What follows belongs to an exercise in optimizing a design on an open flow for a short achievable clock period and few clock cycles; a production flow would make more cautious choices.
Only simulation tests tie the RTL to the original design; equivalence was not proved.
Power and IR drop assume default switching activity.

==> design/flow/config.mk <==
export PLATFORM = sky130hd
export DESIGN_NAME = pipe_core
export DESIGN_NICKNAME = pipe_core
export VERILOG_FILES = /design/flow/design.v
export SDC_FILE = /design/flow/constraint.sdc
export NUM_CORES = 4
export LEC_CHECK = 0
export CAP_MARGIN = 20
export CELL_PAD_IN_SITES_DETAIL_PLACEMENT = 1
export CORE_MARGIN = 2
export CORE_UTILIZATION = 25
export GPL_TIMING_DRIVEN = 1
export PLACE_DENSITY = 0.4
export SETUP_SLACK_MARGIN = 4.0
export SLEW_MARGIN = 20
export SYNTH_HIERARCHICAL = 1
==> design/flow/constraint.sdc <==
create_clock -name core_clock -period 7.0 [get_ports {clock}]
set_input_delay 1.4000 -clock core_clock [delete_from_list [all_inputs] [get_ports {clock}]]
set_output_delay 1.4000 -clock core_clock [all_outputs]
set_load 0.01 [all_outputs]
==> design/flow/design.v <==
`timescale 1ns/10ps
package core_pkg;
    localparam int WORD_W    = 32;
    localparam int REG_IDX_W = 5;
    typedef logic [WORD_W-1:0]    word_t;
    typedef logic [REG_IDX_W-1:0] reg_idx_t;
    typedef logic [4:0]           opcode_t;
    typedef logic [4:0]           alu_op_t;
    localparam opcode_t OP_RTYPE = 5'd0;
    localparam opcode_t OP_J     = 5'd1;
    localparam opcode_t OP_BNE   = 5'd2;
    localparam opcode_t OP_ADDI  = 5'd5;
    localparam alu_op_t ALU_ADD = 5'd0;
    localparam alu_op_t ALU_SUB = 5'd1;
    localparam alu_op_t ALU_AND = 5'd2;
    localparam alu_op_t ALU_OR  = 5'd3;
    localparam int OPCODE_MSB = 31;
    localparam int OPCODE_LSB = 27;
    localparam int RD_MSB     = 26;
    localparam int RD_LSB     = 22;
    localparam int RS_MSB     = 21;
    localparam int RS_LSB     = 17;
    localparam int RT_MSB     = 16;
    localparam int RT_LSB     = 12;
    localparam int FUNC_MSB   = 6;
    localparam int FUNC_LSB   = 2;
    localparam int IMM_MSB    = 16;
    localparam int IMM_W      = 17;
    localparam int TARGET_MSB = 26;
    localparam word_t NOP_WORD = '0;
endpackage
`timescale 1ns/10ps
module add_pg
#(
    parameter int W = 32
) (
    input  logic [W-1:0] a,
    input  logic [W-1:0] b,
    output logic [W-1:0] g,
    output logic [W-1:0] p
);
    assign g = a & b;
    assign p = a | b;
endmodule
module ks_level
#(
    parameter int W   = 32,
    parameter int D   = 1,
    parameter bit POS = 1'b1
) (
    input  logic [W-1:0] g_in,
    input  logic [W-1:0] p_in,
    output logic [W-1:0] g_out,
    output logic [W-1:0] p_out
);
    for (genvar i = 0; i < W; i++) begin : g_bit
        if (i >= D) begin : g_comb
            if (POS) begin : g_pos
                assign g_out[i] = ~(g_in[i] | (p_in[i] & g_in[i-D]));
                assign p_out[i] = ~(p_in[i] & p_in[i-D]);
            end else begin : g_neg
                assign g_out[i] = ~(g_in[i] & (p_in[i] | g_in[i-D]));
                assign p_out[i] = ~(p_in[i] | p_in[i-D]);
            end
        end else begin : g_pass
            assign g_out[i] = ~g_in[i];
            assign p_out[i] = ~p_in[i];
        end
    end
endmodule
module add_carry
#(
    parameter int W   = 32,
    parameter bit CIN = 1'b0
) (
    input  logic [W-1:0] g_in,
    input  logic [W-1:0] p_in,
    output logic [W:0]   c
);
    localparam int L = (W <= 2) ? 1 : (W <= 4) ? 2 : (W <= 8) ? 3 : (W <= 16) ? 4 : (W <= 32) ? 5 : 6;
    logic [W-1:0] g [L+1];
    logic [W-1:0] p [L+1];
    always_comb begin
        g[0] = g_in;
        p[0] = p_in;
        g[0][0] = g_in[0] | (p_in[0] & CIN);
    end
    for (genvar k = 0; k < L; k++) begin : g_lvl
        ks_level #(.W(W), .D(1 << k), .POS((k % 2) == 0)) u_lvl (
            .g_in  (g[k]),
            .p_in  (p[k]),
            .g_out (g[k+1]),
            .p_out (p[k+1])
        );
    end
    assign c[0] = CIN;
    assign c[W:1] = (L % 2 == 1) ? ~g[L] : g[L];
endmodule
module add_sum
#(
    parameter int W = 32
) (
    input  logic [W-1:0] a,
    input  logic [W-1:0] b,
    input  logic [W-1:0] c,
    output logic [W-1:0] sum
);
    assign sum = a ^ b ^ c;
endmodule
module prefix_add
#(
    parameter int W   = 32,
    parameter bit CIN = 1'b0
) (
    input  logic [W-1:0] a,
    input  logic [W-1:0] b,
    output logic [W-1:0] sum,
    output logic         cout
);
    logic [W-1:0] g;
    logic [W-1:0] p;
    logic [W:0]   c;
    add_pg #(.W(W)) u_pg (.a(a), .b(b), .g(g), .p(p));
    add_carry #(.W(W), .CIN(CIN)) u_carry (.g_in(g), .p_in(p), .c(c));
    add_sum #(.W(W)) u_sum (.a(a), .b(b), .c(c[W-1:0]), .sum(sum));
    assign cout = c[W];
endmodule
module alu_bypass
(
    input  core_pkg::word_t x_a,
    input  core_pkg::word_t x_b,
    input  core_pkg::word_t res,
    input  logic            fwd_a,
    input  logic            fwd_b,
    output core_pkg::word_t operand_a,
    output core_pkg::word_t operand_b
);
    assign operand_a = fwd_a ? res : x_a;
    assign operand_b = fwd_b ? res : x_b;
endmodule
module alu_sums
(
    input  core_pkg::word_t x_a,
    input  core_pkg::word_t x_b,
    input  core_pkg::word_t res,
    output core_pkg::word_t sum_nn,
    output core_pkg::word_t sum_rn,
    output core_pkg::word_t sum_nr,
    output core_pkg::word_t diff_nn,
    output core_pkg::word_t diff_rn,
    output core_pkg::word_t diff_nr
);
    logic co [6];
    prefix_add #(.W(32), .CIN(1'b0)) u_add_nn (.a(x_a), .b(x_b), .sum(sum_nn), .cout(co[0]));
    prefix_add #(.W(32), .CIN(1'b0)) u_add_rn (.a(res), .b(x_b), .sum(sum_rn), .cout(co[1]));
    prefix_add #(.W(32), .CIN(1'b0)) u_add_nr (.a(x_a), .b(res), .sum(sum_nr), .cout(co[2]));
    prefix_add #(.W(32), .CIN(1'b1)) u_sub_nn (.a(x_a), .b(~x_b), .sum(diff_nn), .cout(co[3]));
    prefix_add #(.W(32), .CIN(1'b1)) u_sub_rn (.a(res), .b(~x_b), .sum(diff_rn), .cout(co[4]));
    prefix_add #(.W(32), .CIN(1'b1)) u_sub_nr (.a(x_a), .b(~res), .sum(diff_nr), .cout(co[5]));
endmodule
module alu_select
(
    input  core_pkg::word_t sum_nn,
    input  core_pkg::word_t sum_rn,
    input  core_pkg::word_t sum_nr,
    input  core_pkg::word_t sum_rr,
    input  core_pkg::word_t diff_nn,
    input  core_pkg::word_t diff_rn,
    input  core_pkg::word_t diff_nr,
    input  core_pkg::word_t logic_res,
    input  logic [6:0]      sel_arith,
    input  logic            sel_logic,
    output core_pkg::word_t result
);
    assign result = ({32{sel_arith[0]}} & sum_nn)
                  | ({32{sel_arith[1]}} & sum_rn)
                  | ({32{sel_arith[2]}} & sum_nr)
                  | ({32{sel_arith[3]}} & sum_rr)
                  | ({32{sel_arith[4]}} & diff_nn)
                  | ({32{sel_arith[5]}} & diff_rn)
                  | ({32{sel_arith[6]}} & diff_nr)
                  | ({32{sel_logic}}    & logic_res);
endmodule
module alu_logic
(
    input  core_pkg::word_t operand_a,
    input  core_pkg::word_t operand_b,
    input  logic            op_or,
    output core_pkg::word_t result
);
    assign result = op_or ? (operand_a | operand_b) : (operand_a & operand_b);
endmodule
module word_xor
(
    input  core_pkg::word_t a,
    input  core_pkg::word_t b,
    output core_pkg::word_t y
);
    assign y = a ^ b;
endmodule
module word_or
(
    input  core_pkg::word_t a,
    input  core_pkg::word_t b,
    output core_pkg::word_t y
);
    assign y = a | b;
endmodule
module word_nonzero
(
    input  core_pkg::word_t a,
    output logic            y
);
    assign y = |a;
endmodule
module sum_zero
(
    input  core_pkg::word_t a,
    input  core_pkg::word_t b,
    output logic            sum_nz,
    output logic            differ
);
    core_pkg::word_t axb;
    core_pkg::word_t aob;
    core_pkg::word_t t;
    word_xor u_axb (.a(a), .b(b), .y(axb));
    word_or  u_aob (.a(a), .b(b), .y(aob));
    word_xor u_t   (.a(axb), .b({aob[30:0], 1'b0}), .y(t));
    word_nonzero u_ne (.a(axb), .y(differ));
    word_nonzero u_nz (.a(t), .y(sum_nz));
endmodule
module alu_flags
(
    input  core_pkg::word_t x_a,
    input  core_pkg::word_t x_b,
    input  core_pkg::word_t res,
    input  core_pkg::word_t logic_res,
    input  logic [7:0]      sel_nz,
    input  logic [2:0]      sel_ne,
    output logic            not_equal,
    output logic            nonzero
);
    logic snz_nn, snz_rn, snz_nr, snz_rr;
    logic ne_nn, ne_rn, ne_nr;
    logic lnz;
    sum_zero u_nn (.a(x_a), .b(x_b), .sum_nz(snz_nn), .differ(ne_nn));
    sum_zero u_rn (.a(res), .b(x_b), .sum_nz(snz_rn), .differ(ne_rn));
    sum_zero u_nr (.a(x_a), .b(res), .sum_nz(snz_nr), .differ(ne_nr));
    assign snz_rr = |res[30:0];
    assign lnz    = |logic_res;
    assign not_equal = (sel_ne[0] && ne_nn) || (sel_ne[1] && ne_rn) || (sel_ne[2] && ne_nr);
    assign nonzero = (sel_nz[0] && snz_nn) || (sel_nz[1] && snz_rn) ||
                     (sel_nz[2] && snz_nr) || (sel_nz[3] && snz_rr) ||
                     (sel_nz[4] && ne_nn)  || (sel_nz[5] && ne_rn)  ||
                     (sel_nz[6] && ne_nr)  || (sel_nz[7] && lnz);
endmodule
module result_guess
(
    input  core_pkg::word_t x_a,
    input  core_pkg::word_t x_b,
    input  logic [3:0]      sel,
    input  logic            guess,
    output logic            nonzero
);
    logic snz;
    logic differ;
    sum_zero u_sum (.a(x_a), .b(x_b), .sum_nz(snz), .differ(differ));
    assign nonzero = (sel[0] && snz) || (sel[1] && differ) ||
                     (sel[2] && |(x_a & x_b)) || (sel[3] && |(x_a | x_b)) || guess;
endmodule
`timescale 1ns/10ps
module branch_target
#(
    parameter int SW = 8
) (
    input  logic [SW-1:0]  imm,
    input  core_pkg::word_t pc,
    input  logic [31-SW:0] hi_inc,
    input  logic [31-SW:0] hi_dec,
    output core_pkg::word_t target
);
    logic [SW-1:0]  lo_sum;
    logic           lo_co;
    logic [31-SW:0] hi_sel;
    prefix_add #(.W(SW), .CIN(1'b1)) u_lo (
        .a(pc[SW-1:0]), .b(imm), .sum(lo_sum), .cout(lo_co)
    );
    always_comb begin
        case ({imm[SW-1], lo_co})
            2'b01:   hi_sel = hi_inc;
            2'b10:   hi_sel = hi_dec;
            default: hi_sel = pc[31:SW];
        endcase
    end
    assign target = {hi_sel, lo_sum};
endmodule
module flag_read
(
    input  core_pkg::reg_idx_t addr,
    input  logic [31:0]        flags,
    output logic               y
);
    assign y = flags[addr];
endmodule
module bne_predict
#(
    parameter int SW = 8
) (
    input  core_pkg::word_t    imem_data,
    input  logic [31:0]        rf_nonzero,
    input  logic [31:0]        x_hit,
    output logic               pred_if_nz,
    output logic               pred_if_z
);
    core_pkg::reg_idx_t rd;
    core_pkg::reg_idx_t rs;
    logic               short_off;
    logic               base;
    logic [31:0]        flags_nz;
    logic [31:0]        flags_z;
    logic               nz_rd, nz_rs, z_rd, z_rs;
    assign rd = imem_data[core_pkg::RD_MSB:core_pkg::RD_LSB];
    assign rs = imem_data[core_pkg::RS_MSB:core_pkg::RS_LSB];
    assign short_off = (imem_data[core_pkg::IMM_MSB:SW-1] == '0) ||
                       (imem_data[core_pkg::IMM_MSB:SW-1] == '1);
    assign base = (imem_data[core_pkg::OPCODE_MSB:core_pkg::OPCODE_LSB] == core_pkg::OP_BNE) &&
                  short_off && (rd != rs);
    assign flags_nz = rf_nonzero | x_hit;
    assign flags_z  = rf_nonzero & ~x_hit;
    flag_read u_nz_rd (.addr(rd), .flags(flags_nz), .y(nz_rd));
    flag_read u_nz_rs (.addr(rs), .flags(flags_nz), .y(nz_rs));
    flag_read u_z_rd  (.addr(rd), .flags(flags_z),  .y(z_rd));
    flag_read u_z_rs  (.addr(rs), .flags(flags_z),  .y(z_rs));
    assign pred_if_nz = base && (nz_rd || nz_rs);
    assign pred_if_z  = base && (z_rd || z_rs);
endmodule
module pc_pick
(
    input  logic            sel,
    input  core_pkg::word_t pc_if_1,
    input  core_pkg::word_t pc_if_0,
    output core_pkg::word_t pc_next
);
    assign pc_next = sel ? pc_if_1 : pc_if_0;
endmodule
module fetch_next
#(
    parameter int SW = 8
) (
    input  core_pkg::word_t    imem_data,
    input  core_pkg::word_t    pc,
    input  core_pkg::word_t    pc_plus1,
    input  logic [31-SW:0]     hi_inc,
    input  logic [31-SW:0]     hi_dec,
    input  logic [31:0]        rf_nonzero,
    input  logic [31:0]        x_hit,
    input  logic               x_pred_nz,
    input  logic               redirect,
    input  core_pkg::word_t    redirect_pc,
    output core_pkg::word_t    pc_next,
    output logic               pred_taken
);
    logic            is_j;
    logic            pred_if_nz;
    logic            pred_if_z;
    logic            take_target;
    core_pkg::word_t br_target;
    core_pkg::word_t other_pc;
    assign is_j = (imem_data[core_pkg::OPCODE_MSB:core_pkg::OPCODE_LSB] == core_pkg::OP_J);
    branch_target #(.SW(SW)) u_target (
        .imm    (imem_data[SW-1:0]),
        .pc     (pc),
        .hi_inc (hi_inc),
        .hi_dec (hi_dec),
        .target (br_target)
    );
    bne_predict #(.SW(SW)) u_predict (
        .imem_data  (imem_data),
        .rf_nonzero (rf_nonzero),
        .x_hit      (x_hit),
        .pred_if_nz (pred_if_nz),
        .pred_if_z  (pred_if_z)
    );
    always_comb begin
        if (redirect) begin
            other_pc = redirect_pc;
        end else if (is_j) begin
            other_pc = {{(core_pkg::WORD_W-core_pkg::TARGET_MSB-1){1'b0}}, imem_data[core_pkg::TARGET_MSB:0]};
        end else begin
            other_pc = pc_plus1;
        end
    end
    assign pred_taken = x_pred_nz ? pred_if_nz : pred_if_z;
    assign take_target = pred_taken && !redirect;
    pc_pick u_pick (
        .sel     (take_target),
        .pc_if_1 (br_target),
        .pc_if_0 (other_pc),
        .pc_next (pc_next)
    );
endmodule
module pc_port
#(
    parameter core_pkg::word_t RESET_PC = '0
) (
    input  logic            clock,
    input  logic            rst_n,
    input  core_pkg::word_t pc_next,
    output core_pkg::word_t imem_addr
);
    always_ff @(posedge clock or negedge rst_n) begin
        if (!rst_n) begin
            imem_addr <= RESET_PC;
        end else begin
            imem_addr <= pc_next;
        end
    end
endmodule
module fetch_unit
#(
    parameter core_pkg::word_t RESET_PC = '0
) (
    input  logic               clock,
    input  logic               rst_n,
    input  logic               redirect,
    input  core_pkg::word_t    redirect_pc,
    output core_pkg::word_t    imem_addr,
    input  core_pkg::word_t    imem_data,
    input  logic               x_wr,
    input  logic               x_live,
    input  core_pkg::reg_idx_t x_rd,
    input  logic               x_pred_nz,
    input  logic               x_nonzero,
    output core_pkg::word_t    pc_plus1,
    output logic               pred_taken
);
    localparam int SW = 8;    
    localparam int HW = core_pkg::WORD_W - SW;
    core_pkg::word_t pc;
    core_pkg::word_t pc_next;
    logic [HW-1:0]   hi_inc;
    logic [HW-1:0]   hi_dec;
    logic            co_unused [3];
    logic [31:0]     nz;
    logic [31:0]     x_hit;
    logic            f_writes;
    prefix_add #(.W(32), .CIN(1'b1)) u_inc (
        .a(pc), .b('0), .sum(pc_plus1), .cout(co_unused[0])
    );
    prefix_add #(.W(HW), .CIN(1'b1)) u_hi_inc (
        .a(pc[31:SW]), .b('0), .sum(hi_inc), .cout(co_unused[1])
    );
    prefix_add #(.W(HW), .CIN(1'b0)) u_hi_dec (
        .a(pc[31:SW]), .b('1), .sum(hi_dec), .cout(co_unused[2])
    );
    fetch_next #(.SW(SW)) u_next (
        .imem_data   (imem_data),
        .pc          (pc),
        .pc_plus1    (pc_plus1),
        .hi_inc      (hi_inc),
        .hi_dec      (hi_dec),
        .rf_nonzero  (nz),
        .x_hit       (x_hit),
        .x_pred_nz   (x_pred_nz),
        .redirect    (redirect),
        .redirect_pc (redirect_pc),
        .pc_next     (pc_next),
        .pred_taken  (pred_taken)
    );
    assign nz[0] = 1'b0;
    for (genvar i = 1; i < 32; i++) begin : g_nz
        always_ff @(posedge clock or negedge rst_n) begin
            if (!rst_n) begin
                nz[i] <= 1'b0;
            end else if (x_live && (x_rd == core_pkg::reg_idx_t'(i))) begin
                nz[i] <= x_nonzero;
            end
        end
    end
    assign f_writes = ((imem_data[core_pkg::OPCODE_MSB:core_pkg::OPCODE_LSB] == core_pkg::OP_RTYPE) ||
                       (imem_data[core_pkg::OPCODE_MSB:core_pkg::OPCODE_LSB] == core_pkg::OP_ADDI)) &&
                      !redirect;
    assign x_hit[0] = 1'b0;
    for (genvar i = 1; i < 32; i++) begin : g_hit
        always_ff @(posedge clock or negedge rst_n) begin
            if (!rst_n) begin
                x_hit[i] <= 1'b0;
            end else begin
                x_hit[i] <= f_writes && (imem_data[core_pkg::RD_MSB:core_pkg::RD_LSB] == core_pkg::reg_idx_t'(i));
            end
        end
    end
    always_ff @(posedge clock or negedge rst_n) begin
        if (!rst_n) begin
            pc <= RESET_PC;
        end else begin
            pc <= pc_next;
        end
    end
    pc_port #(
        .RESET_PC (RESET_PC)
    ) u_port (
        .clock     (clock),
        .rst_n     (rst_n),
        .pc_next   (pc_next),
        .imem_addr (imem_addr)
    );
endmodule
`timescale 1ns/10ps
module rf_read
(
    input  core_pkg::reg_idx_t addr,
    input  logic [31*32-1:0]   vals,
    input  logic               wr_en,
    input  core_pkg::reg_idx_t wr_reg,
    input  core_pkg::word_t    wr_data,
    output core_pkg::word_t    data
);
    core_pkg::word_t stored;
    always_comb begin
        stored = '0;
        for (int j = 1; j < 32; j++) begin
            stored = stored | ({32{addr == 5'(j)}} & vals[(j-1)*32 +: 32]);
        end
    end
    assign data = (wr_en && (wr_reg == addr)) ? wr_data : stored;
endmodule
module rf_read_b
(
    input  core_pkg::word_t    instr,
    input  logic [31*32-1:0]   vals,
    input  logic               wr_en,
    input  core_pkg::reg_idx_t wr_reg,
    input  core_pkg::word_t    wr_data,
    output core_pkg::word_t    data
);
    core_pkg::opcode_t op;
    core_pkg::word_t   rt_val;
    core_pkg::word_t   rd_val;
    assign op = instr[core_pkg::OPCODE_MSB:core_pkg::OPCODE_LSB];
    rf_read u_rt (
        .addr (instr[core_pkg::RT_MSB:core_pkg::RT_LSB]),
        .vals (vals),
        .wr_en (wr_en),
        .wr_reg (wr_reg),
        .wr_data (wr_data),
        .data (rt_val)
    );
    rf_read u_rd (
        .addr (instr[core_pkg::RD_MSB:core_pkg::RD_LSB]),
        .vals (vals),
        .wr_en (wr_en),
        .wr_reg (wr_reg),
        .wr_data (wr_data),
        .data (rd_val)
    );
    always_comb begin
        if (op == core_pkg::OP_ADDI) begin
            data = {{(core_pkg::WORD_W-core_pkg::IMM_W){instr[core_pkg::IMM_MSB]}}, instr[core_pkg::IMM_MSB:0]};
        end else if (op == core_pkg::OP_BNE) begin
            data = rd_val;
        end else begin
            data = rt_val;
        end
    end
endmodule
module reg_file
#(
    parameter int NUM_REGS = 32
) (
    input  logic               clock,
    input  logic               rst_n,
    input  core_pkg::word_t    rd_instr,
    output core_pkg::word_t    rd_data_a,
    output core_pkg::word_t    rd_data_b,
    input  logic               wr_en,
    input  core_pkg::reg_idx_t wr_reg,
    input  core_pkg::word_t    wr_data
);
    core_pkg::word_t     regs [1:NUM_REGS-1];
    logic [31*32-1:0]    vals;
    for (genvar i = 1; i < NUM_REGS; i++) begin : g_reg
        logic hit;
        assign hit = wr_en && (wr_reg == core_pkg::reg_idx_t'(i));
        always_ff @(posedge clock or negedge rst_n) begin
            if (!rst_n) begin
                regs[i] <= '0;
            end else if (hit) begin
                regs[i] <= wr_data;
            end
        end
        assign vals[(i-1)*32 +: 32] = regs[i];
    end
    rf_read u_read_a (
        .addr (rd_instr[core_pkg::RS_MSB:core_pkg::RS_LSB]),
        .vals (vals),
        .wr_en (wr_en),
        .wr_reg (wr_reg),
        .wr_data (wr_data),
        .data (rd_data_a)
    );
    rf_read_b u_read_b (
        .instr (rd_instr),
        .vals  (vals),
        .wr_en (wr_en),
        .wr_reg (wr_reg),
        .wr_data (wr_data),
        .data  (rd_data_b)
    );
endmodule
`timescale 1ns/10ps
module wb_stage
(
    input  logic               clock,
    input  logic               rst_n,
    input  logic               x_wr,
    input  core_pkg::reg_idx_t x_rd,
    input  core_pkg::word_t    x_result,
    output logic               wr_en,
    output core_pkg::reg_idx_t wr_reg,
    output core_pkg::word_t    wr_data
);
    always_ff @(posedge clock or negedge rst_n) begin
        if (!rst_n) begin
            wr_en  <= 1'b0;
            wr_reg <= '0;
        end else begin
            wr_en  <= x_wr;
            wr_reg <= x_rd;
        end
    end
    always_ff @(posedge clock) begin
        wr_data <= x_result;
    end
endmodule
module exec_pipe
(
    input  logic               clock,
    input  logic               rst_n,
    input  core_pkg::word_t    f_instr,
    input  core_pkg::word_t    f_pc_plus1,
    input  logic               f_pred_taken,
    input  core_pkg::word_t    rd_data_a,
    input  core_pkg::word_t    rd_data_b,
    output logic               redirect,
    output core_pkg::word_t    redirect_pc,
    output logic               x_wr_out,
    output logic               x_live_out,
    output core_pkg::reg_idx_t x_rd_out,
    output logic               x_pred_nz,
    output logic               x_nonzero,
    output logic               wr_en,
    output core_pkg::reg_idx_t wr_reg,
    output core_pkg::word_t    wr_data
);
    core_pkg::opcode_t  f_op;
    core_pkg::reg_idx_t f_rd;
    core_pkg::reg_idx_t f_rs;
    core_pkg::reg_idx_t f_rt;
    core_pkg::reg_idx_t f_src_b;
    logic [4:0]         f_func;
    core_pkg::word_t    f_imm;
    logic               f_rtype;
    logic               f_addi;
    logic               f_bne;
    logic               f_wr;
    logic               f_fwd_a;
    logic               f_fwd_b;
    logic               f_add;
    logic               f_sub;
    logic               f_and;
    logic               f_or;
    core_pkg::word_t    x_a;
    core_pkg::word_t    x_b;
    logic               x_fwd_a;
    logic               x_fwd_b;
    logic [6:0]         x_sel_arith;
    logic               x_sel_logic;
    logic [7:0]         x_sel_nz;
    logic [2:0]         x_sel_ne;
    logic               x_redir_ne;
    logic               x_redir_eq;
    logic               x_pnz;
    logic               x_redirect;
    logic               redir_q;
    core_pkg::word_t    redir_pc_q;
    logic               f_kill;
    logic               x_live;
    logic [3:0]         x_pz_sel;
    logic               x_pz_guess;
    logic               x_or;
    logic               x_wr;
    core_pkg::reg_idx_t x_rd;
    logic               x_pred;
    core_pkg::word_t    x_pc_plus1;
    core_pkg::word_t    x_imm;
    core_pkg::word_t    x_op_a;
    core_pkg::word_t    x_op_b;
    core_pkg::word_t    x_result;
    core_pkg::word_t    x_logic;
    core_pkg::word_t    x_sum_nn;
    core_pkg::word_t    x_sum_rn;
    core_pkg::word_t    x_sum_nr;
    core_pkg::word_t    x_diff_nn;
    core_pkg::word_t    x_diff_rn;
    core_pkg::word_t    x_diff_nr;
    logic               x_ne;
    logic               x_nz;
    core_pkg::word_t    x_target;
    logic               x_target_co;
    core_pkg::word_t    r1_result;
    assign f_op   = f_instr[core_pkg::OPCODE_MSB:core_pkg::OPCODE_LSB];
    assign f_rd   = f_instr[core_pkg::RD_MSB:core_pkg::RD_LSB];
    assign f_rs   = f_instr[core_pkg::RS_MSB:core_pkg::RS_LSB];
    assign f_rt   = f_instr[core_pkg::RT_MSB:core_pkg::RT_LSB];
    assign f_func = f_instr[core_pkg::FUNC_MSB:core_pkg::FUNC_LSB];
    assign f_imm  = {{(core_pkg::WORD_W-core_pkg::IMM_W){f_instr[core_pkg::IMM_MSB]}}, f_instr[core_pkg::IMM_MSB:0]};
    assign f_rtype = (f_op == core_pkg::OP_RTYPE);
    assign f_addi  = (f_op == core_pkg::OP_ADDI);
    assign f_bne   = (f_op == core_pkg::OP_BNE);
    assign f_wr    = (f_rtype || f_addi) && (f_rd != '0);
    assign f_src_b = f_bne ? f_rd : f_rt;
    assign f_fwd_a = x_live && (x_rd == f_rs);
    assign f_fwd_b = !f_addi && x_live && (x_rd == f_src_b);
    assign f_add = f_addi || (f_rtype && (f_func == core_pkg::ALU_ADD));
    assign f_sub = f_rtype && (f_func == core_pkg::ALU_SUB);
    assign f_and = f_rtype && (f_func == core_pkg::ALU_AND);
    assign f_or  = f_rtype && (f_func == core_pkg::ALU_OR);
    assign f_kill = redir_q;
    assign x_live = x_wr && !redir_q;
    always_ff @(posedge clock or negedge rst_n) begin
        if (!rst_n) begin
            x_wr       <= 1'b0;
            x_redir_ne <= 1'b0;
            x_redir_eq <= 1'b0;
        end else begin
            x_wr       <= !f_kill && f_wr;
            x_redir_ne <= !f_kill && f_bne && !f_pred_taken;
            x_redir_eq <= !f_kill && f_bne && f_pred_taken;
        end
    end
    always_ff @(posedge clock) begin
        x_a        <= rd_data_a;
        x_b        <= rd_data_b;
        x_fwd_a    <= f_fwd_a;
        x_fwd_b    <= f_fwd_b;
        x_sel_arith[0] <= f_add && !f_fwd_a && !f_fwd_b;
        x_sel_arith[1] <= f_add &&  f_fwd_a && !f_fwd_b;
        x_sel_arith[2] <= f_add && !f_fwd_a &&  f_fwd_b;
        x_sel_arith[3] <= f_add &&  f_fwd_a &&  f_fwd_b;
        x_sel_arith[4] <= f_sub && !f_fwd_a && !f_fwd_b;
        x_sel_arith[5] <= f_sub &&  f_fwd_a && !f_fwd_b;
        x_sel_arith[6] <= f_sub && !f_fwd_a &&  f_fwd_b;
        x_sel_logic    <= f_and || f_or;
        x_sel_nz[3:0] <= {f_add &&  f_fwd_a &&  f_fwd_b, f_add && !f_fwd_a && f_fwd_b,
                          f_add &&  f_fwd_a && !f_fwd_b, f_add && !f_fwd_a && !f_fwd_b};
        x_sel_nz[6:4] <= {f_sub && !f_fwd_a &&  f_fwd_b, f_sub && f_fwd_a && !f_fwd_b,
                          f_sub && !f_fwd_a && !f_fwd_b};
        x_sel_nz[7]   <= f_and || f_or;
        x_sel_ne      <= {!f_fwd_a && f_fwd_b, f_fwd_a && !f_fwd_b, !f_fwd_a && !f_fwd_b};
        x_or       <= f_or;
        x_pz_sel   <= {f_or, f_and, f_sub, f_add} & {4{!f_fwd_a && !f_fwd_b}};
        x_pz_guess <= (f_fwd_a || f_fwd_b) && (f_add || f_and || f_or || (f_sub && (f_rs != f_rt)));
        x_rd       <= f_rd;
        x_pred     <= f_pred_taken;
        x_pc_plus1 <= f_pc_plus1;
        x_imm      <= f_imm;
    end
    alu_bypass u_bypass (
        .x_a       (x_a),
        .x_b       (x_b),
        .res       (r1_result),
        .fwd_a     (x_fwd_a),
        .fwd_b     (x_fwd_b),
        .operand_a (x_op_a),
        .operand_b (x_op_b)
    );
    alu_sums u_sums (
        .x_a     (x_a),
        .x_b     (x_b),
        .res     (r1_result),
        .sum_nn  (x_sum_nn),
        .sum_rn  (x_sum_rn),
        .sum_nr  (x_sum_nr),
        .diff_nn (x_diff_nn),
        .diff_rn (x_diff_rn),
        .diff_nr (x_diff_nr)
    );
    alu_logic u_logic (
        .operand_a (x_op_a),
        .operand_b (x_op_b),
        .op_or     (x_or),
        .result    (x_logic)
    );
    alu_select u_select (
        .sum_nn    (x_sum_nn),
        .sum_rn    (x_sum_rn),
        .sum_nr    (x_sum_nr),
        .sum_rr    ({r1_result[30:0], 1'b0}),
        .diff_nn   (x_diff_nn),
        .diff_rn   (x_diff_rn),
        .diff_nr   (x_diff_nr),
        .logic_res (x_logic),
        .sel_arith (x_sel_arith),
        .sel_logic (x_sel_logic),
        .result    (x_result)
    );
    alu_flags u_flags (
        .x_a       (x_a),
        .x_b       (x_b),
        .res       (r1_result),
        .logic_res (x_logic),
        .sel_nz    (x_sel_nz),
        .sel_ne    (x_sel_ne),
        .not_equal (x_ne),
        .nonzero   (x_nz)
    );
    result_guess u_guess (
        .x_a     (x_a),
        .x_b     (x_b),
        .sel     (x_pz_sel),
        .guess   (x_pz_guess),
        .nonzero (x_pnz)
    );
    assign x_redirect = (x_ne ? x_redir_ne : x_redir_eq) && !redir_q;
    prefix_add #(.W(32), .CIN(1'b0)) u_target (
        .a(x_pc_plus1), .b(x_imm), .sum(x_target), .cout(x_target_co)
    );
    always_ff @(posedge clock or negedge rst_n) begin
        if (!rst_n) begin
            redir_q <= 1'b0;
        end else begin
            redir_q <= x_redirect;
        end
    end
    always_ff @(posedge clock) begin
        redir_pc_q <= x_pred ? x_pc_plus1 : x_target;
    end
    assign redirect    = redir_q;
    assign redirect_pc = redir_pc_q;
    assign x_wr_out   = x_wr;
    assign x_live_out = x_live;
    assign x_rd_out  = x_rd;
    assign x_pred_nz = x_pnz;
    assign x_nonzero = x_nz;
    always_ff @(posedge clock) begin
        r1_result <= x_result;
    end
    wb_stage u_wb (
        .clock    (clock),
        .rst_n    (rst_n),
        .x_wr     (x_live),
        .x_rd     (x_rd),
        .x_result (x_result),
        .wr_en    (wr_en),
        .wr_reg   (wr_reg),
        .wr_data  (wr_data)
    );
endmodule
`timescale 1ns/10ps
module pipe_core
#(
    parameter core_pkg::word_t RESET_PC = '0,
    parameter int    NUM_REGS = 32
) (
    input  logic     clock,
    input  logic     rst_n,
    output core_pkg::word_t    imem_addr,
    input  core_pkg::word_t    imem_data,
    output logic     wb_en,
    output core_pkg::reg_idx_t wb_reg,
    output core_pkg::word_t    wb_data
);
    core_pkg::word_t    pc_plus1;
    logic               pred_taken;
    logic               redirect;
    core_pkg::word_t    redirect_pc;
    core_pkg::word_t    rd_data_a;
    core_pkg::word_t    rd_data_b;
    logic               x_wr;
    logic               x_live;
    core_pkg::reg_idx_t x_rd;
    logic               x_nonzero;
    logic               x_pred_nz;
    fetch_unit #(
        .RESET_PC (RESET_PC)
    ) u_fetch (
        .clock       (clock),
        .rst_n       (rst_n),
        .redirect    (redirect),
        .redirect_pc (redirect_pc),
        .imem_addr   (imem_addr),
        .imem_data   (imem_data),
        .x_wr        (x_wr),
        .x_live      (x_live),
        .x_rd        (x_rd),
        .x_pred_nz   (x_pred_nz),
        .x_nonzero   (x_nonzero),
        .pc_plus1    (pc_plus1),
        .pred_taken  (pred_taken)
    );
    reg_file #(
        .NUM_REGS (NUM_REGS)
    ) u_regs (
        .clock      (clock),
        .rst_n      (rst_n),
        .rd_instr   (imem_data),
        .rd_data_a  (rd_data_a),
        .rd_data_b  (rd_data_b),
        .wr_en      (wb_en),
        .wr_reg     (wb_reg),
        .wr_data    (wb_data)
    );
    exec_pipe u_exec (
        .clock        (clock),
        .rst_n        (rst_n),
        .f_instr      (imem_data),
        .f_pc_plus1   (pc_plus1),
        .f_pred_taken (pred_taken),
        .rd_data_a    (rd_data_a),
        .rd_data_b    (rd_data_b),
        .redirect     (redirect),
        .redirect_pc  (redirect_pc),
        .x_wr_out     (x_wr),
        .x_live_out   (x_live),
        .x_rd_out     (x_rd),
        .x_pred_nz    (x_pred_nz),
        .x_nonzero    (x_nonzero),
        .wr_en        (wb_en),
        .wr_reg       (wb_reg),
        .wr_data      (wb_data)
    );
endmodule
==> design/flow/run.sh <==
#!/bin/bash
# synth_recipe.tcl (not shown) runs the flow's synth.tcl, then flattens the netlist and writes it again
# the make line also repeats each setting of config.mk as NAME=value (left out here)
make -C /OpenROAD-flow-scripts/flow DESIGN_CONFIG=/design/flow/config.mk WORK_HOME=/design/flow/orfs CLKGATE_MAP_FILE= SYNTH_SCRIPT=/design/flow/synth_recipe.tcl finish
==> summary.md, run 1 <==
| Metric | Value |
|---|---|
| Area growth, synth to finish | 28.86% |
| DR WL/cell | between 40 and 50 um |
| Gr ovfl total | 0 |
| Number of global-route vias before repair | 107700 |
| Largest net degree at the start of global routing | 149 |
| Initial Util | between 20% and 30% |
| Max Transition Viols Final | 2 |
| Full die area | 421700 um^2 |
| Storage element area | 33240 um^2 |
| Leakage | 61.31 nW |
| Final net count | approximately 12000 |
| H-tree Lvls | 4 |
| R2R cell count | 14 |
| Setup TNS | 0 ns |
| Post-route insts no fill | 17910 |
| Minimum clock period | around 3.7 ns |
| Cell area after layout | 134200 um^2 |
| Setup Viol. Count Final | 0 |
| Post-DRT Antenna Nets | 0 |
| Seq pwr share | between 30% and 40% |
| RSZ-0062 raised after global routing | true |
| Portion of total power attributed to combinational logic | about a third |
| Multi-input combinational cell area | between 70000 and 80000 um^2 |
| Violated layout checks | capacitance limit, slew limit |
| Clk slew on worst S/H paths | 0.06 ns |
| Clk latency of the worst-skew pair | 1.02 ns |
| Share of post-route cells with drive strength above 1 | 34.23% |
| Placed cell area | around 110000 um^2 |
| Synthesized area | between 100000 and 150000 um^2 |
| Sw Share | a little over a third |
| Crit path max fanout | 8 |
| Critical Path End Type | flop |
| Initial antenna violation count | 108 |
| Reg-to-Reg End | u_fetch.nz[16]$_DFFE_PN0P_ |
| Max Cap Viol | 1 |
| DR vias/cell | 6.169 |
| Top reg by flops | u_regs.regs |
| Worst IR drop on VDD | 0.2001 mV |
| Final HPWL DP | 497.8 mm |
| First-pass GRT wire length | 995.9 mm |
| Hold Path Class | in2async |
| Root buf cell | clkbuf_16 |
| Crit path cell chain | buf_12 > buf_6 > buf_12 > xor2_4 > xor2_1 > nor4_2 > nand4_1 > or2_1 > a22o_1 > a221oi_2 > nand4_1 > buf_12 > buf_12 > mux2_4 |
| Net Sw Power | 10.12 mW |
| Tightest Pin Transition | 1.705 ns |
| Data required time of the worst path | between 7 and 8 ns |
| Startpoint Class | flop |
| Int Pwr | between 15 and 20 mW |
| F_max | between 0.2 and 0.3 GHz |
| Worst R2R Start | u_exec.x_b[28]$_DFF_P_ |
| R2r setup slk | 3.28 ns |
| Worst path max stage delay | 0.44 ns |
| TritonRoute pass-1 iters | 12 |
| Max FFs per register | 992 |
| DRC | 0 |
| Placed insts | 16800 |
| Row cnt | ~240 |
| Routed WL | 764.9 mm |
| Filler cells | roughly 47000 |
| Mapped Cells | ~11000 |
| IO Pins | 104 |
| Vias | about 110k |
| GRT Util Overall | 34.52% |
| CP endpoint | u_fetch.nz[16]$_DFFE_PN0P_ |
| Die width | 649.4 um |
| Syn. warnings | just over 90 |
| Drt initial violations | 16150 |
| Setup crit start | u_exec.x_b[28]$_DFF_P_ |
| Most frequent cell on the critical path | buf_12 |
| CTS Buffer Depth | 4 |
| Total CTS buffers | about 170 |
| Worst setup path category | reg2reg |
| Clock share of power | around 36% |
| Status | complete, but fails checks |
| Total power | 27.79 mW |
| Pwr per Cell Area | 207.1 nW/um^2 |
| Die height | 649.4 um |
| TritonCTS sink count | 1362 |
| Clock skew | 0.1252 ns |
| Critical-path top delay cell | dfxtp_4 |
| Core area | just over 400000 um^2 |
| Synthesized area per cell | ~9.4 um^2 |
| Final worst-path cycle share | 53.15% |
| GP Congestion | 1.035 |
| Final hold viol count | 0 |
| IO Port Bufs | 103 |
| WP data arrival | 4.51 ns |
| TritonCTS clock tree | yes |
| Max_slew headroom | -14.54% |
## power groups by stage
| stage | Clock (mW) | Sequential (mW) | Combinational, mW |
|---|---|---|---|
| floorplan | 0 | 8.87 | 5.51 |
| global placement | 0 | 9.21 | 8.13 |
| detailed placement | 0 | 9.22 | 8.19 |
| CTS | 9.95 | 9.04 | 8.51 |
| global route | 10.2 | 9.06 | 9.52 |
| finish | 9.90 | 9.00 | 8.89 |
## layout by cell type, fill, tap and decap left out, types with 95 or more instances in the layout
master     instances
a21oi_2          254
nand2_1          748
and2_2           299
a221oi_1          96
nor2_4           114
mux2_2          1061
buf_6            142
mux2i_1          254
o21ai_1          503
a22o_1           146
a21oi_1          559
nor4_1            95
clkbuf_16        194
nor2_1           559
xor3_1           309
dfxtp_1          139
xor2_1           263
conb_1           253
nand4_1          241
inv_1            655
buf_12           207
dfrtp_1         1119
or2_1            412
buf_4            797
mux2_4           111
nor3_1           117
a22oi_1          957
## repair_timing
item | in CTS | in global routing
endpoints found under the setup margin | 815 | 292
gates resized for setup | 1225 | 415
buffers inserted | 515 | 153
hold buffers | 0 | 0
pin swaps | 221 | 163
cloned | 43 | 19
## per-stage QoR
step / hold WS [ns] / worst slack (ns) / util (%)
2_1_floorplan: 0.4328 / 3.431 / -
3_3_place_gp: 0.4756 / 1.382 / 27.49
3_5_place_dp: 0.5011 / 1.532 / 27.55
4_1_cts: 0.5065 / 3.304 / 31.37
5_1_grt: 0.4777 / 3.269 / 32.25
6_report: 0.4222 / 3.280 / 32.28
## metal layers
metal / up-vias / share of wire (%) / track usage, %
met5: - / 0.11 / 0.6452
met1: 56540 / 38 / 40.96
met4: 56 / 9.5 / 25.61
li1: 42750 / - / -
met2: 8110 / 41 / 50.17
met3: 2996 / 12 / 13.55
## layout make-up
class,instances,area share [%]
antenna,56,0.1044
clock inverter,68,0.7095
clock buffer,246,3.716
multi-input combinational,8650,52.19
inverter,692,1.980
sequential,1362,24.77
timing repair buffer,1334,11.40
tap,5497,5.125
## worst min-delay path by stage
| stage | slack (ns) | endpoint | cells past startpoint |
|---|---|---|---|
| floorplan | 0.43 | u_exec.u_wb.wr_reg[3]$_DFF_PN0_ | 0 |
| CTS | 0.51 | u_exec.redir_q$_DFF_PN0_ | 1 |
| global placement | 0.48 | u_exec.redir_q$_DFF_PN0_ | 2 |
| finish | 0.42 | u_exec.redir_q$_DFF_PN0_ | 1 |
| global route | 0.48 | u_exec.redir_q$_DFF_PN0_ | 1 |
| detailed placement | 0.50 | u_exec.redir_q$_DFF_PN0_ | 2 |
## critical path: cells and delay by family (launching register included)
family          cells  cell delay [ns]
xor+xnor            2             0.39
buf+inv             5             0.81
simple gates        4             1.19
compound gates      2             0.40
mux                 1             0.28
flops               1             0.44
Testbench counts, summed over its fixed seeds: cycles 22,630.
==> run 2: changes to the inputs <==
--- a/design/flow/config.mk
+++ b/design/flow/config.mk
@@ -5,12 +5,12 @@
 export SDC_FILE = /design/flow/constraint.sdc
 export NUM_CORES = 4
 export LEC_CHECK = 0
-export CAP_MARGIN = 20
+export CAP_MARGIN = 40
 export CELL_PAD_IN_SITES_DETAIL_PLACEMENT = 1
 export CORE_MARGIN = 2
 export CORE_UTILIZATION = 25
 export GPL_TIMING_DRIVEN = 1
 export PLACE_DENSITY = 0.4
 export SETUP_SLACK_MARGIN = 4.0
-export SLEW_MARGIN = 20
+export SLEW_MARGIN = 60
 export SYNTH_HIERARCHICAL = 1
==> summary.md, run 2 <==
| Metric | Value |
|---|---|
| Tightest Pin Transition | 0.6896 ns (-1.015 ns) |
| Clk slew on worst S/H paths | 0.06 ns (about the same) |
| TritonCTS clock tree | yes |
| RSZ-0062 raised after global routing | true |
| WP data arrival | 4.52 ns (about the same) |
| Area growth, synth to finish | 29.79% |
| Mapped Cells | 11120 (unchanged) |
| Initial antenna violation count | 90 (-17%) |
| Routed WL | 752.8 mm (-1.6%) |
| Setup crit start | u_exec.x_a[2]$_DFF_P_ |
| GRT Util Overall | 33.91% (-0.61 points) |
| Final hold viol count | 0 (unchanged) |
| Hold Path Class | in2async |
| R2R cell count | 13 (-1) |
| DR vias/cell | 6.127 (-0.67%) |
| Net Sw Power | 10.11 mW (-0.10%) |
| TritonCTS sink count | 1362 (unchanged) |
| IO Port Bufs | 103 (unchanged) |
| Int Pwr | 17.72 mW (+0.29%) |
| Portion of total power attributed to combinational logic | 31.8% (-0.2 points) |
| Worst path max stage delay | 0.50 ns (+0.06 ns) |
| H-tree Lvls | 4 (unchanged) |
| Commonest cells after routing, fill and taps aside | dfrtp_1, mux2_2, a22oi_1 |
| Total CTS buffers | 177 (+2.3%) |
| Minimum clock period | 3.749 ns (+0.02830 ns) |
| Share of post-route cells with drive strength above 1 | 35.48% (+1.3 points) |
| Die height | 649.4 um (unchanged) |
| Pwr per Cell Area | 205.9 nW/um^2 (-0.57%) |
| Vias | 109800 (-0.56%) |
| Final HPWL DP | 515.1 mm (+3.5%) |
| TritonRoute pass-1 iters | 10 (-2) |
| Max Cap Viol | 0 (-1) |
| DRC | 0 (unchanged) |
| Top reg by flops | u_regs.regs |
| Max_slew headroom | 54.03% (+69 points) |
| Die width | 649.4 um (unchanged) |
| F_max | 0.2668 GHz (-0.75%) |
| Final worst-path cycle share | 53.55% (+0.40 points) |
| Status | finished clean |
| Syn. warnings | 91 (unchanged) |
| First-pass GRT wire length | 982.5 mm (-1.3%) |
| Setup Viol. Count Final | 0 (unchanged) |
| Drt initial violations | 15260 (-5.5%) |
| Cts hold-fix bufs | 0 (unchanged) |
| Clock skew | 0.1288 ns (+0.003566 ns) |
| Gr ovfl total | 0 (unchanged) |
| Largest net degree at the start of global routing | 85 (-43%) |
| DR WL/cell | 42.00 um (-1.7%) |
| Worst R2R Start | u_exec.x_a[2]$_DFF_P_ |
| R2r setup slk | 3.25 ns (-0.03 ns) |
| Initial Util | 25.05% (unchanged) |
| Root buf cell | clkbuf_16 |
| Critical Path End Type | flop |
| Core area | 415700 um^2 (unchanged) |
| Reg-to-Reg End | u_fetch.pc[24]$_DFF_PN0_ |
| CP endpoint | u_fetch.pc[24]$_DFF_PN0_ |
| Full die area | 421700 um^2 (unchanged) |
| Synthesized area per cell | 9.366 um^2 (unchanged) |
| Critical-path top delay cell | dfxtp_4 |
| Startpoint Class | flop |
| Commonest non-fill, non-tap cell in the layout | dfrtp_1 |
| Post-Route Utilization | 32.51% (+0.23 points) |
| Data required time of the worst path | 7.77 ns (-0.02 ns) |
| Setup TNS | 0 ns (unchanged) |
| GP Congestion | 1.035 (unchanged) |
| Number of global-route vias before repair | 107400 (-0.33%) |
| Row cnt | 237 (unchanged) |
| Clock share of power | 35.7% (about the same) |
| Seq pwr share | 32.4% (about the same) |
| IO Pins | 104 (unchanged) |
| Post-route insts no fill | 17930 (+0.12%) |
| Post-DRT Antenna Nets | 0 (unchanged) |
| Final net count | 12270 (+0.13%) |
| Leakage | 61.63 nW (+0.52%) |
| Crit path cell chain | buf_12 > xor2_4 > xor2_1 > nor4_1 > nand4_1 > or2_4 > a221oi_4 > nand3_4 > mux2_4 > nor2b_4 > buf_12 > clkbuf_16 > mux2_4 |
| Worst setup path category | reg2reg |
| Clk latency of the worst-skew pair | 1.00 ns (-0.02 ns) |
| Placed insts | 16990 (+1.1%) |
| Worst IR drop on VDD | 0.1741 mV (-13%) |
| Max Transition Viols Final | 0 (-2) |
| Synthesized area | 104100 um^2 (unchanged) |
| Sw Share | 36.34% (-0.091 points) |
| Crit path max fanout | 5 (-3) |
| CTS Buffer Depth | 4 (unchanged) |
| Max FFs per register | 992 (unchanged) |
run 2: stage by stage:
step	power (mW)	cell area (um^2)	setup slack, ns	hold WS, ns
floorplan	14.38	106300	3.431	0.4328
global placement	17.34	114300	1.382	0.4756
detailed placement	17.50	117900	2.193	0.5014
CTS	27.58	131600	3.352	0.2754
global route	28.91	135000	3.248	0.2710
finish	27.83	135200	3.251	0.2830
run 2: critical path: cells and delay by family (launching register included):
family,cells,cell delay [ns]
and+or+nand+nor,5,1.24
xor gates and xnor gates,2,0.25
AOI/OAI and AO/OA,1,0.31
buffers and inverters,3,0.51
DFF,1,0.50
muxes,2,0.68
run 2: power groups by stage:
stage / combinational, mW / sequential (mW) / clock, mW
after floorplan: 5.51 / 8.87 / 0
after global placement: 8.13 / 9.21 / 0
after detailed placement: 8.27 / 9.23 / 0
after CTS: 8.51 / 9.06 / 10.0
after global routing: 9.52 / 9.08 / 10.3
final: 8.86 / 9.03 / 9.95
run 2: metal layers:
metal / global-route usage (%) / part of all wire (%)
met5: 0 / 0.053
met4: 24.52 / 9.1
met3: 12.07 / 12
met2: 49.55 / 41
met1: 41.08 / 38
run 2: how the worst min path moves through the flow:
stage	end	slack [ns]	depth (start not counted)
detailed placement	u_exec.redir_q$_DFF_PN0_	0.50	2
finish	u_regs.regs[29][13]$_DFFE_PN0P_	0.28	1
global route	u_regs.regs[28][13]$_DFFE_PN0P_	0.27	1
floorplan	u_exec.u_wb.wr_reg[3]$_DFF_PN0_	0.43	0
CTS	u_regs.regs[29][13]$_DFFE_PN0P_	0.28	1
global placement	u_exec.redir_q$_DFF_PN0_	0.48	2
run 2: cell type report:
cell class	instances	area, um^2
clock inverter	69	914.6
sequential	1362	33270
fill	47000	280600
inverter	692	2660
timing repair buffer	1347	15620
multi-input combinational	8649	70610
tap	5497	6878
antenna	56	140.1
clock buffer	254	5072
run 2: what timing repair did:
action,4_1_cts,5_1_grt
gates cloned,36,16
setup buffers,368,120
setup endpoints to repair,307,230
resized for setup,1139,379
pin swaps,201,154

## afterwards: timing with drivers on the ports
How much do the figures lean on ideal ports? The routed layouts below were timed once more, with nothing changed but the port constraints.
Step 1 sets driving cells, clkbuf_16 on the clock port and buf_2 on the other inputs (assumed; they add their load-dependent delay and slew).
Step 2 also shifts input and output timing later by t, the mid clock arrival at the registers, as if the neighbouring blocks saw the same clock.
Three values: ideal, step 1, step 2; two values: the first two.
run | t, ns | slack for setup (ns) | worst setup path at the end | latest minus earliest clock arrival (ns)
run 1 | 1.064 | 3.280 / 3.259 / 2.195 | input to register | 0.127 / 0.127
run 2 | 1.055 | 3.251 / 3.251 / 2.423 | input to register | 0.130 / 0.130
The setup slack of run 1, which loses most, moves by -0.021 ns with the drivers and by -1.085 ns with both steps.
